Context: an optimization exercise on an open-source flow, tuned for small area. The choices shown serve that exercise and are no tape-out recipe. In this exercise RTL edits were held to simulation tests only and were not proved equivalent to the original. Power figures rest on the tool's default switching activity, not on a simulated workload. The flow treats the clock pin as an ideal source, which a real chip does not have.

== P ==
==> flow/design.v (excerpt) <==
module pe_relay_fifo3 #(
    parameter int EAST_WIDTH  = 132,
    parameter int NORTH_WIDTH = 164,
    parameter int SOUTH_WIDTH = 164,
    parameter int DEPTH       = 4,
    parameter int CNT_BITS    = $clog2(DEPTH) + 1
) (
    input  logic                   clk,
    input  logic                   reset,
    input  logic                   ap_start,
    input  logic [EAST_WIDTH-1:0]  in_from_east,
    input  logic                   in_east_valid,
    output logic                   in_east_ready,
    output logic [EAST_WIDTH-1:0]  out_to_east,
    output logic                   out_east_valid,
    input  logic                   out_east_ready,
    input  logic [NORTH_WIDTH-1:0] in_from_north,
    input  logic                   in_north_valid,
    output logic                   in_north_ready,
    output logic [NORTH_WIDTH-1:0] out_to_north,
    output logic                   out_north_valid,
    input  logic                   out_north_ready,
    input  logic [SOUTH_WIDTH-1:0] in_from_south,
    input  logic                   in_south_valid,
    output logic                   in_south_ready,
    output logic [SOUTH_WIDTH-1:0] out_to_south,
    output logic                   out_south_valid,
    input  logic                   out_south_ready,
    output logic [CNT_BITS-1:0]    east_count,
    output logic [CNT_BITS-1:0]    north_count,
    output logic [CNT_BITS-1:0]    south_count,
    output logic                   busy
);
For scale: about 5,300 cells after synthesis, about 1,900 flip-flops, about 0.063 sq mm of cells after synthesis.
Settings: LEC_CHECK=0, CAP_MARGIN=20, CORE_MARGIN=2, CORE_UTILIZATION=70, GPL_TIMING_DRIVEN=0, SLEW_MARGIN=20, SYNTH_HIERARCHICAL=1; clock period 5.0 ns.
standard.sh (not shown) runs the stock make flow with config.mk's settings and CLKGATE_MAP_FILE= SYNTH_SCRIPT=/design/flow/synth_recipe.tcl, a recipe that flattens the netlist after the stock synthesis.
==> flow/flow/run.sh <==
#!/bin/bash
# Standard ORFS layout (standard synthesis included) with the smallest
# buffer on every port and a clock tree of clkbuf_16 clusters without dummy loads.
set -euo pipefail
export BUFFER_PORTS_ARGS="-buffer_cell sky130_fd_sc_hd__buf_1"
export CTS_ARGS="-sink_clustering_enable -repair_clock_nets -dont_use_dummy_load -buf_list {sky130_fd_sc_hd__clkbuf_16} -sink_clustering_size 30 -sink_clustering_max_diameter 120"
bash standard.sh finish > standard_flow.log 2>&1
Every stage of the flow completed for P, and the final layout passed the timing, design-rule and antenna checks.
Inputs modified between P and Q:
Settings: GPL_TIMING_DRIVEN no longer set, was 0.
Diff P -> Q | area added between synthesis and finish | decrease of 3.1 points
Cell total after placement ended up 500 lower on Q than on P.
The standard cells in Q occupy less silicon area than those in P do.
Leakage power for Q: about 6% down relative to P
Going from P to Q, first-iteration DRC count went down by 434, post-detailed-route wirelength per cell saw an increase, wire length reported by the detailed router lost 4.5%.
In Q, the count of cell instances traversed by the critical path came out 1 above the value in P.
Share of power burned in combinational logic, Q and P: smaller value in Q
Via count for Q: 2,267 down relative to P
diff inputs: Q => R
Settings: CORE_UTILIZATION now 78, was 70; GPL_ROUTABILITY_DRIVEN now 0, previously not set; GPL_TIMING_DRIVEN now 0, previously not set.
Notes after the runs:
- From Q to R the numbers moved as follows: met3 demand-to-capacity share in global routing grew by 5.9 points; part of the total power dissipated in the clock network held steady; setup slack grew by 0.020 ns; cell count grew by 403; combinational share of power grew by 0.5 points.
- Relative to Q, the core footprint of R is lower by 10%.
- | row count | R vs Q | 6 lower |
- Looking at synthesis-to-layout area growth, R sits 2.9 points above Q.

Setup of job 3113:
pe_relay_fifo3, a different RTL version from the one above (not shown whole).
Size: ~1900 flip-flops, roughly 950 I/O pins, ~63000 um^2 of cells after synthesis.
Settings: LEC_CHECK=0, CAP_MARGIN=5, CORE_MARGIN=2, CORE_UTILIZATION=55, SLEW_MARGIN=5, SYNTH_HIERARCHICAL=1; clock period 5.0 ns.
==> flow/flow/run.sh <==
#!/bin/bash
# Standard ORFS layout (standard synthesis included) with the smallest
# buffer on every port and a clock tree of clkbuf_8 clusters without dummy loads.
set -euo pipefail
export BUFFER_PORTS_ARGS="-buffer_cell sky130_fd_sc_hd__buf_1"
export CTS_ARGS="-sink_clustering_enable -repair_clock_nets -dont_use_dummy_load -buf_list {sky130_fd_sc_hd__clkbuf_8} -sink_clustering_size 15 -sink_clustering_max_diameter 80"
bash standard.sh finish > standard_flow.log 2>&1
#### Input delta (job 9178 over job 3113)
diff --git a/flow/config.mk b/flow/config.mk
--- a/flow/config.mk
+++ b/flow/config.mk
@@ -6,7 +6,7 @@
 export NUM_CORES = 4
 export LEC_CHECK = 0
-export CAP_MARGIN = 5
+export CAP_MARGIN = 20
 export CORE_MARGIN = 2
-export CORE_UTILIZATION = 55
-export SLEW_MARGIN = 5
+export CORE_UTILIZATION = 40
+export SLEW_MARGIN = 20
 export SYNTH_HIERARCHICAL = 1
[summary]
- Proportion of final cell area spent on non-clock buffers: job 9178 vs job 3113 — no meaningful difference
- Critical path depth came out exactly the same in job 3113 and job 9178.
- The global-route wire length before repair reported for job 9178 is greater than that of job 3113 by 2.5%.
- Number of DRC markers in iteration 0 (job 3113 / job 9178): 0.939
- NOTE cell count job 3113->job 9178 increased by a little under 10%
- The final layout net count on job 9178 is in line with that on job 3113.
- Job 9178 ended with less final worst hold slack than job 3113.
- Shortest period the worst path allows came out higher on job 9178 than on job 3113.
- Met2 layer wire length in the routed design: job 9178 vs job 3113 up 2.3 mm
- Comparing job 3113 and job 9178, the lower sum of routed wire length over all layers is on job 3113.
Changes in job 7256 relative to job 9178:
==> flow/flow/run.sh <==
#!/bin/bash
# Standard ORFS layout (standard synthesis included) with the smallest
# buffer on every port and a clock tree of clkbuf_16 clusters without dummy loads.
set -euo pipefail
export BUFFER_PORTS_ARGS="-buffer_cell sky130_fd_sc_hd__buf_1"
export CTS_ARGS="-sink_clustering_enable -repair_clock_nets -dont_use_dummy_load -buf_list {sky130_fd_sc_hd__clkbuf_16} -sink_clustering_size 30 -sink_clustering_max_diameter 120"
bash standard.sh finish > standard_flow.log 2>&1
diff --git a/flow/config.mk b/flow/config.mk
--- a/flow/config.mk
+++ b/flow/config.mk
@@ -8,5 +8,5 @@
 export CAP_MARGIN = 20
 export CORE_MARGIN = 2
-export CORE_UTILIZATION = 40
+export CORE_UTILIZATION = 55
 export SLEW_MARGIN = 20
 export SYNTH_HIERARCHICAL = 1
[summary]
Taking job 9178 as the reference, in job 7256 met2 wirelength from detailed routing fell by about 3.2%, worst hold slack rose by 0.050 ns, routed wire length fell by about 1.8%, portion of the layout cell area used by non-clock buffers stayed essentially flat, number of standard cells in the layout, taps in and fillers out fell by 7.6%.
When job 7256 is measured against job 9178, its sequential share of layout area turns out 0.69 points higher.
Power: job 7256 draws less than job 9178
The relative area change from synthesis to final layout number comes out higher for job 9178 vs job 7256.
Lower total global routing track utilization was reported by job 9178, not job 7256.
There was hardly any difference in proportion of power drawn by combinational gates between job 7256 and job 9178.

static timing again, ports no longer ideal:
How much do the figures lean on ideal ports? The routed layouts below were timed once more, with nothing changed but the port constraints.
Step 1: set_driving_cell puts a clkbuf_16 on clk and a buf_2 on each other input, an assumption about the parent block.
Step 2 moves the port delays by t, midway between the first and last clock arrival at a register: inputs arrive t later, outputs are due t later. That takes back most of the time a late clock gives input paths.
a / b / c = no drivers / after step 1 / after step 2; a / b = the first two.
run	t (ns)	slack for setup (ns)	pins driven straight from the clock port
P	0.730	1.542 / 1.512 / 1.063	1
Q	0.731	1.691 / 1.616 / 1.430	1
R	0.717	1.710 / 1.681 / 1.059	1
job 3113	0.914	1.423 / 1.345 / 1.158	1
job 9178	0.895	1.067 / 0.989 / 1.173	1
job 7256	0.743	1.495 / 1.416 / 1.130	1
After both steps setup and hold are still met in every run listed. For R, which loses most, drivers alone change the setup slack by -0.029 ns; drivers and shift together by -0.651 ns.
